From an optimization exercise on the open Yosys and OpenROAD flow, aimed at small area and a short achievable clock period; shortcuts taken in it are not production practice. RTL that was checked went through simulation tests only; none was proved equivalent to the original.

==> pepper: inputs <==
Design ex_top, start of the top module:
module ex_top (
    input  logic               clk,
    input  logic               reset,
    input  logic               in_valid,
    input  logic [4:0]         operator,
    input  logic [31:0]        operand1,
    input  logic [31:0]        operand2,
    input  logic [4:0]         dest_addr,
    input  logic               dest_write,
    output logic               out_valid,
    output logic [4:0]         write_addr,
    output logic               write_enable,
    output logic [31:0]        write_data
);
Settings: LEC_CHECK=0, ABC_AREA=1, CAP_MARGIN=20, CORE_MARGIN=2, CORE_UTILIZATION=40, SETUP_SLACK_MARGIN=2.0, SLEW_MARGIN=20, SYNTH_HIERARCHICAL=1; clock period 14.0 ns.
run.sh (not shown) runs the stock make flow with config.mk's settings and CLKGATE_MAP_FILE= SYNTH_SCRIPT=/design/flow/synth_recipe.tcl, a recipe that flattens the netlist after the stock synthesis.
==> raven: changes against pepper <==
- SETUP_SLACK_MARGIN: 2.0 -> not set
==> willow: changes against pepper <==
--- a/flow/design.v
+++ b/flow/design.v
@@ -9,13 +9,13 @@
     input  logic               dest_write,
     output logic               out_valid,
     output logic [4:0]         write_addr,
     output logic               write_enable,
     output logic [31:0]        write_data
 );
-    localparam bit SHIFT_MULT = 1;
+    localparam bit SHIFT_MULT = 0;
     logic [4:0] op;
     assign op = operator;
     logic op_or, op_and, op_nor, op_xor, op_sll, op_srl, op_sra;
     logic op_add, op_addu, op_sub, op_subu, op_slt, op_sltu, op_clz, op_clo;
     logic op_mul, op_mult, op_multu, op_mfhi, op_mflo, op_mthi, op_mtlo;
     assign op_or    = op == 5'd1;
- SETUP_SLACK_MARGIN: 2.0 -> not set
==> indigo: changes against pepper <==
--- a/flow/design.v
+++ b/flow/design.v
@@ -9,13 +9,13 @@
     input  logic               dest_write,
     output logic               out_valid,
     output logic [4:0]         write_addr,
     output logic               write_enable,
     output logic [31:0]        write_data
 );
-    localparam bit SHIFT_MULT = 1;
+    localparam bit SHIFT_MULT = 0;
     logic [4:0] op;
     assign op = operator;
     logic op_or, op_and, op_nor, op_xor, op_sll, op_srl, op_sra;
     logic op_add, op_addu, op_sub, op_subu, op_slt, op_sltu, op_clz, op_clo;
     logic op_mul, op_mult, op_multu, op_mfhi, op_mflo, op_mthi, op_mtlo;
     assign op_or    = op == 5'd1;
@@ -64,13 +64,13 @@
             assign msigned = op_mul | op_mult;
             assign m = {(msigned | op_sra) & operand2[31], operand2};
             assign r = {msigned & operand1[31], (msigned & operand1[31]) | pw[32],
                         (operand1 & {32{~(op_sll | is_shr)}}) | pw[31:0]};
             assign d16 = (r[31] | r[32]) & ~r[33];
         end else begin : g_rsel
-            assign msigned = op_mul | op_mult;
+            assign msigned = ~op[1];
             assign m = {msigned & operand2[31], operand2};
             assign r = {{2{msigned & operand1[31]}}, operand1};
             assign d16 = operand1[31] & ~msigned;
         end
     endgenerate
     wire bo1 = r[0] ^ 1'b0;
- SETUP_SLACK_MARGIN: 2.0 -> 4.5
==> summary of the runs <==
willow produced a clean layout. indigo ran to the end with no violations. raven went through all stages and came out clean. pepper completed with no timing, DRC or antenna violations. Between willow and raven, the lower synthesized cell count is in raven (gap 6.2%, measured against raven). Sequential cell count is the same in raven and pepper. Worst setup slack: indigo is higher than raven (3.2 ns).
For pepper, raven and indigo, only the layout was checked, not whether the RTL still works.

========
==> 02-27: inputs <==
ex_top, a different RTL version from the one above (not shown whole).
==> flow/config.mk <==
export PLATFORM = sky130hd
export DESIGN_NAME = ex_top
export DESIGN_NICKNAME = ex_top
export VERILOG_FILES = /design/flow/design.v
export SDC_FILE = /design/flow/constraint.sdc
export NUM_CORES = 4
export LEC_CHECK = 0
export ABC_AREA = 1
export CAP_MARGIN = 20
export CORE_MARGIN = 2
export CORE_UTILIZATION = 40
export SETUP_SLACK_MARGIN = 4.5
export SLEW_MARGIN = 20
export SYNTH_HIERARCHICAL = 1
==> flow/constraint.sdc <==
create_clock -name core_clock -period 14.0 [get_ports {clk}]
set_input_delay 2.8000 -clock core_clock [delete_from_list [all_inputs] [get_ports {clk}]]
set_output_delay 2.8000 -clock core_clock [all_outputs]
set_load 0.01 [all_outputs]
==> inputs of 08-25, as changes to 02-27 <==
--- a/flow/design.v
+++ b/flow/design.v
@@ -2415,40 +2415,35 @@
                 assign sout_rev[j] = sout[31-j];
             end
             assign sres = ({32{op_sll}} & sout_rev) | ({32{op_srl | op_sra}} & sout);
         end
     endgenerate
-    logic [31:0] hi, lo, hi_d, lo_d, hi_keep, lo_keep;
-    logic        hilo_mul, hilo_mul_n;
-    assign hilo_mul   = ~reset & in_valid & (op_mult | op_multu);
-    assign hilo_mul_n = ~reset & ~(in_valid & (op_mult | op_multu));
-    assign hi_keep = {32{hilo_mul_n}} & ((in_valid & op_mthi) ? operand1 : hi);
-    assign lo_keep = {32{hilo_mul_n}} & ((in_valid & op_mtlo) ? operand1 : lo);
-    generate
-        for (genvar j = 0; j < 32; j++) begin : g_hilo
-            ex_ao21 u_hi (.a(hi_keep[j]), .b(hilo_mul), .c(prod[32+j]), .y(hi_d[j]));
-            ex_ao21 u_lo (.a(lo_keep[j]), .b(hilo_mul), .c(prod[j]),    .y(lo_d[j]));
-        end
-    endgenerate
+    logic [31:0] hi, lo;
+    logic        hilo_mul;
+    assign hilo_mul = in_valid & (op_mult | op_multu);
     always_ff @(posedge clk) begin
-        hi <= hi_d;
-        lo <= lo_d;
-    end
-    logic [31:0] data_other, data_next;
-    logic        sel_mul;
-    assign sel_mul = op_mul | op_mult | op_multu;
-    assign data_other = lres | sres
-                      | ({32{op_add | op_addu | op_sub | op_subu}} & sum)
-                      | {31'd0, (op_slt & slt_bit) | (op_sltu & sltu_bit)}
-                      | ({32{op_clz | op_clo}} & {26'd0, lz_cnt})
-                      | ({32{op_mfhi}} & hi)
-                      | ({32{op_mflo}} & lo);
-    generate
-        for (genvar j = 0; j < 32; j++) begin : g_wd
-            ex_ao21 u_wd (.a(data_other[j]), .b(sel_mul), .c(prod[j]), .y(data_next[j]));
+        if (reset) begin
+            hi <= '0;
+            lo <= '0;
+        end else begin
+            if (hilo_mul) begin
+                hi <= prod[63:32];
+                lo <= prod[31:0];
+            end else begin
+                if (in_valid & op_mthi) hi <= operand1;
+                if (in_valid & op_mtlo) lo <= operand1;
+            end
         end
-    endgenerate
+    end
+    logic [31:0] data_next;
+    assign data_next = lres | sres
+                     | ({32{op_add | op_addu | op_sub | op_subu}} & sum)
+                     | {31'd0, (op_slt & slt_bit) | (op_sltu & sltu_bit)}
+                     | ({32{op_clz | op_clo}} & {26'd0, lz_cnt})
+                     | ({32{op_mul | op_mult | op_multu}} & prod[31:0])
+                     | ({32{op_mfhi}} & hi)
+                     | ({32{op_mflo}} & lo);
     always_ff @(posedge clk) begin
         if (reset) begin
             out_valid    <= 1'b0;
             write_enable <= 1'b0;
         end else begin
@@ -2459,13 +2454,10 @@
     always_ff @(posedge clk) begin
         write_addr <= dest_addr;
         write_data <= data_next;
     end
 endmodule
-module ex_ao21 (input logic a, input logic b, input logic c, output logic y);
-    assign y = a | (b & c);
-endmodule
 module ex_fa (input logic a, input logic b, input logic c, output logic s, output logic co);
     assign s  = a ^ b ^ c;
     assign co = (a & b) | (a & c) | (b & c);
 endmodule
 module ex_ha (input logic a, input logic b, output logic s, output logic co);
--- a/flow/config.mk
+++ b/flow/config.mk
@@ -7,8 +7,7 @@
 export LEC_CHECK = 0
 export ABC_AREA = 1
 export CAP_MARGIN = 20
 export CORE_MARGIN = 2
 export CORE_UTILIZATION = 40
-export SETUP_SLACK_MARGIN = 4.5
 export SLEW_MARGIN = 20
 export SYNTH_HIERARCHICAL = 1
==> qor summary <==
|  | 02-27 | 08-25 |
|---|---|---|
| Synth unique cells | 55 | 61 |
| Inverter count | 387 | 335 |
| Multi-input comb cells | 3317 | 3256 |
| Status | finished clean | finished clean |
| Width of the die | 292 µm | 292 µm |
| Maximum fanout encountered on the critical timing path | 28 | 18 |
| Multi-input gate share of the layout cell area | 0.765 | 0.803 |
| HPWL reported at the end of detailed placement | 109 mm | 107 mm |
| Non-clk buf share | 0.0940 | 0.0575 |
| Maximum number of pins on one net before global-route repair | 65 | 74 |
| Clock network area share | 0.00839 | 0.00881 |
| Number of antenna violations at the first check in global routing | 6 | 4 |
| Endpoint with the worst hold slack | write_data[6] | write_data[31] |
| Min Clock Period, post-route | 9440 ps | 10880 ps |
| Post-place instance area | 35400 µm² | 35300 µm² |
| RSZ-0062 raised after global routing | true | false |
| Area enclosed by the die boundary | 85400 µm² | 85400 µm² |
| Data arrival at the endpoint of the critical path | 9770 ps | 11200 ps |
| Worst slack on hold paths | 591 ps | 505 ps |
| Final GP Congestion | 1.05 | 1.05 |
No functional check of the RTL was part of any run of this note.

==> static timing again, ports no longer ideal <==
How much do the figures lean on ideal ports? The routed layouts below were timed once more, with nothing changed but the port constraints. Step 1 assumes that a clkbuf_16 drives the clock port and a buf_2 every other input. Step 2 adds t to the input delays and takes it off the output delays; t is the mean of the earliest and latest rising clock arrival at the registers after step 1. Input paths then give back, and output paths get back, about the clock's delay inside the block. Slacks: no drivers / after step 1 / after step 2; pairs: no drivers / after step 1.
run | t (ns) | slack for setup (ns) | worst setup path after step 2 | clock arrival spread, ns
pepper | 0.408 | 2.318 / 2.332 / 1.924 | input to register | 0.017 / 0.016
raven | 0.409 | 1.379 / 1.393 / 0.984 | input to register | 0.012 / 0.012
willow | 0.433 | 3.243 / 3.183 / 2.750 | input to register | 0.011 / 0.011
indigo | 0.418 | 4.543 / 4.554 / 4.136 | input to register | 0.011 / 0.010
02-27 | 0.472 | 4.558 / 4.587 / 4.115 | input to register | 0.019 / 0.020
08-25 | 0.415 | 3.117 / 3.136 / 2.721 | input to register | 0.011 / 0.011
After both steps setup and hold are still met in every run listed. For willow, which loses most, drivers alone change the setup slack by -0.060 ns; drivers and shift together by -0.493 ns.
